Background: an optimization exercise with open tools, aiming at small area, a short achievable clock period and few clock cycles per item. Do not read the settings as production practice. Power figures rest on the tool's default switching activity, not on a simulated workload.

Setup of JK:
// marching_squares_cell_classifier_unit
module marching_squares_cell_classifier_unit (
  input  logic                clk,
  input  logic                rst_n,
  input  logic                cfg_we,
  input  logic [1:0]          cfg_index,
  input  logic [THR_W-1:0]    cfg_data,
  input  logic                in_valid,
  output logic                in_ready,
  input  logic [7:0]          in_red,
  input  logic [7:0]          in_green,
  input  logic [7:0]          in_blue,
  input  logic                in_frame_start,
  output logic                out_valid,
  input  logic                out_ready,
  output logic [9:0]          out_cell_x,
  output logic [9:0]          out_cell_y,
  output logic [2:0]          out_level,
  output logic [3:0]          out_case_code,
  output logic                out_last
);
  logic [THR_W-1:0]  thresholds_r;
  logic [LVL_W-1:0]  lvl_last_r;    
  logic              lvl_one_r;     
  logic [RW_W-1:0]   row_width_r;
  logic [COL_W-1:0]  wm1_r;         
  logic [COL_W-1:0]  wm2_r;         
  logic [RW_W-1:0]   cfg_w;
  logic [LCNT_W-1:0] cfg_l;
  logic [COL_W-1:0]  cfg_wm1;
  logic [COL_W-1:0]  cfg_wm2;
  logic [LVL_W-1:0]  cfg_lvl_last;
  assign cfg_w = row_width_r;
  assign cfg_l = cfg_data[LCNT_W-1:0];
  always_comb begin
    if (cfg_w < RW_W'(2)) begin
      cfg_wm1 = COL_W'(1);
      cfg_wm2 = COL_W'(0);
    end else if (cfg_w > RW_W'(MAX_WIDTH)) begin
      cfg_wm1 = COL_W'(MAX_WIDTH - 1);
      cfg_wm2 = COL_W'(MAX_WIDTH - 2);
    end else begin
      cfg_wm1 = COL_W'(cfg_w - RW_W'(1));
      cfg_wm2 = COL_W'(cfg_w - RW_W'(2));
    end
    if (cfg_l == '0) begin
      cfg_lvl_last = '0;
    end else if (cfg_l > LCNT_W'(MAX_LEVELS)) begin
      cfg_lvl_last = LVL_W'(MAX_LEVELS - 1);
    end else begin
      cfg_lvl_last = LVL_W'(cfg_l - LCNT_W'(1));
    end
  end
  always_ff @(posedge clk) begin
    if (!rst_n) begin
      lvl_last_r   <= '0;
      lvl_one_r    <= 1'b1;
      thresholds_r <= '0;
      row_width_r  <= ROW_WIDTH_RST;
    end else if (cfg_we) begin
      case (cfg_index)
        CFG_LEVEL_COUNT: begin
          lvl_last_r <= cfg_lvl_last;
          lvl_one_r  <= (cfg_lvl_last == '0);
        end
        CFG_THRESHOLDS:  thresholds_r <= cfg_data;
  ...
Size: about 3600 cells after synthesis, ~0.074 mm² of cells after synthesis.
export LEC_CHECK = 0
export ABC_AREA = 1
export ABC_CLOCK_PERIOD_IN_PS = 2500
export CAP_MARGIN = 20
export CORE_MARGIN = 2
export CORE_UTILIZATION = 62
export CTS_BUF_LIST = sky130_fd_sc_hd__clkbuf_16
export CTS_CLUSTER_DIAMETER = 75
export CTS_CLUSTER_SIZE = 30
export SETUP_SLACK_MARGIN = 5
export SLEW_MARGIN = 20
export SYNTH_MEMORY_MAX_BITS = 16384
create_clock -name core_clock -period 8.0 [get_ports {clk}]
standard.sh (not shown) runs the stock make flow with config.mk's settings and CLKGATE_MAP_FILE= SYNTH_SCRIPT=/design/flow/synth_recipe.tcl, a recipe that flattens the netlist after the stock synthesis.
==> flow/flow/run.sh <==
#!/bin/bash
set -o pipefail
export BUFFER_PORTS_ARGS="-buffer_cell sky130_fd_sc_hd__buf_2"
cp standard.sh standard.sh.log
bash standard.sh > standard_run.log 2>&1
--- input diff JK..MS ---
==> flow/run.sh (new file) <==
#!/bin/bash
# synth_recipe.tcl (not shown) runs the flow's synth.tcl, then flattens the netlist and writes it again
# the make line also repeats each setting of config.mk as NAME=value (left out here)
make -C /OpenROAD-flow-scripts/flow DESIGN_CONFIG=/design/flow/config.mk WORK_HOME=/design/flow/orfs CLKGATE_MAP_FILE= SYNTH_SCRIPT=/design/flow/synth_recipe.tcl finish
removed: flow/flow/run.sh
removed: flow/standard.sh
--- outcome ---
- [compare] base=JK new=MS: non-clock buffer instance count of the final layout went up about 2.7%, clock power share level.
- Taking JK as the reference, in MS worst-skew pair later-pin latency now sits at about the same level, number of filler cells placed in the layout now sits lower, first-pass detailed-route iteration total now sits higher, hold slack now sits at about the same level.
- Sequential share of layout area (higher): JK
- The pre-CTS worst setup slack number comes out higher for JK vs MS.
- Any difference in met1 routed wirelength after detailed routing between MS and JK is small enough to ignore.
No run of this note included a check of the RTL's function; only the layout flow was run.

-- separate check: timing with driven ports --
No port has a modelled driver above. Below, the same layouts with a new extraction and two added sets of constraints. Step 1 assumes that a clkbuf_16 drives the clock port and a buf_2 every other input. Step 2 also shifts input and output timing later by t, the mid clock arrival at the registers, as if the neighbouring blocks saw the same clock. Three values: no drivers, after step 1, after step 2; two values: the first two.
run | t (ns) | setup slack, ns | worst slew at a driven data input, ns
JK | 0.762 | 4.985 / 4.916 / 4.439 | 0.11
MS | 0.772 | 4.960 / 4.890 / 4.362 | 0.09
After both steps every run listed still meets setup and hold. For MS, which loses most, drivers alone change the setup slack by -0.070 ns; drivers and shift together by -0.598 ns.
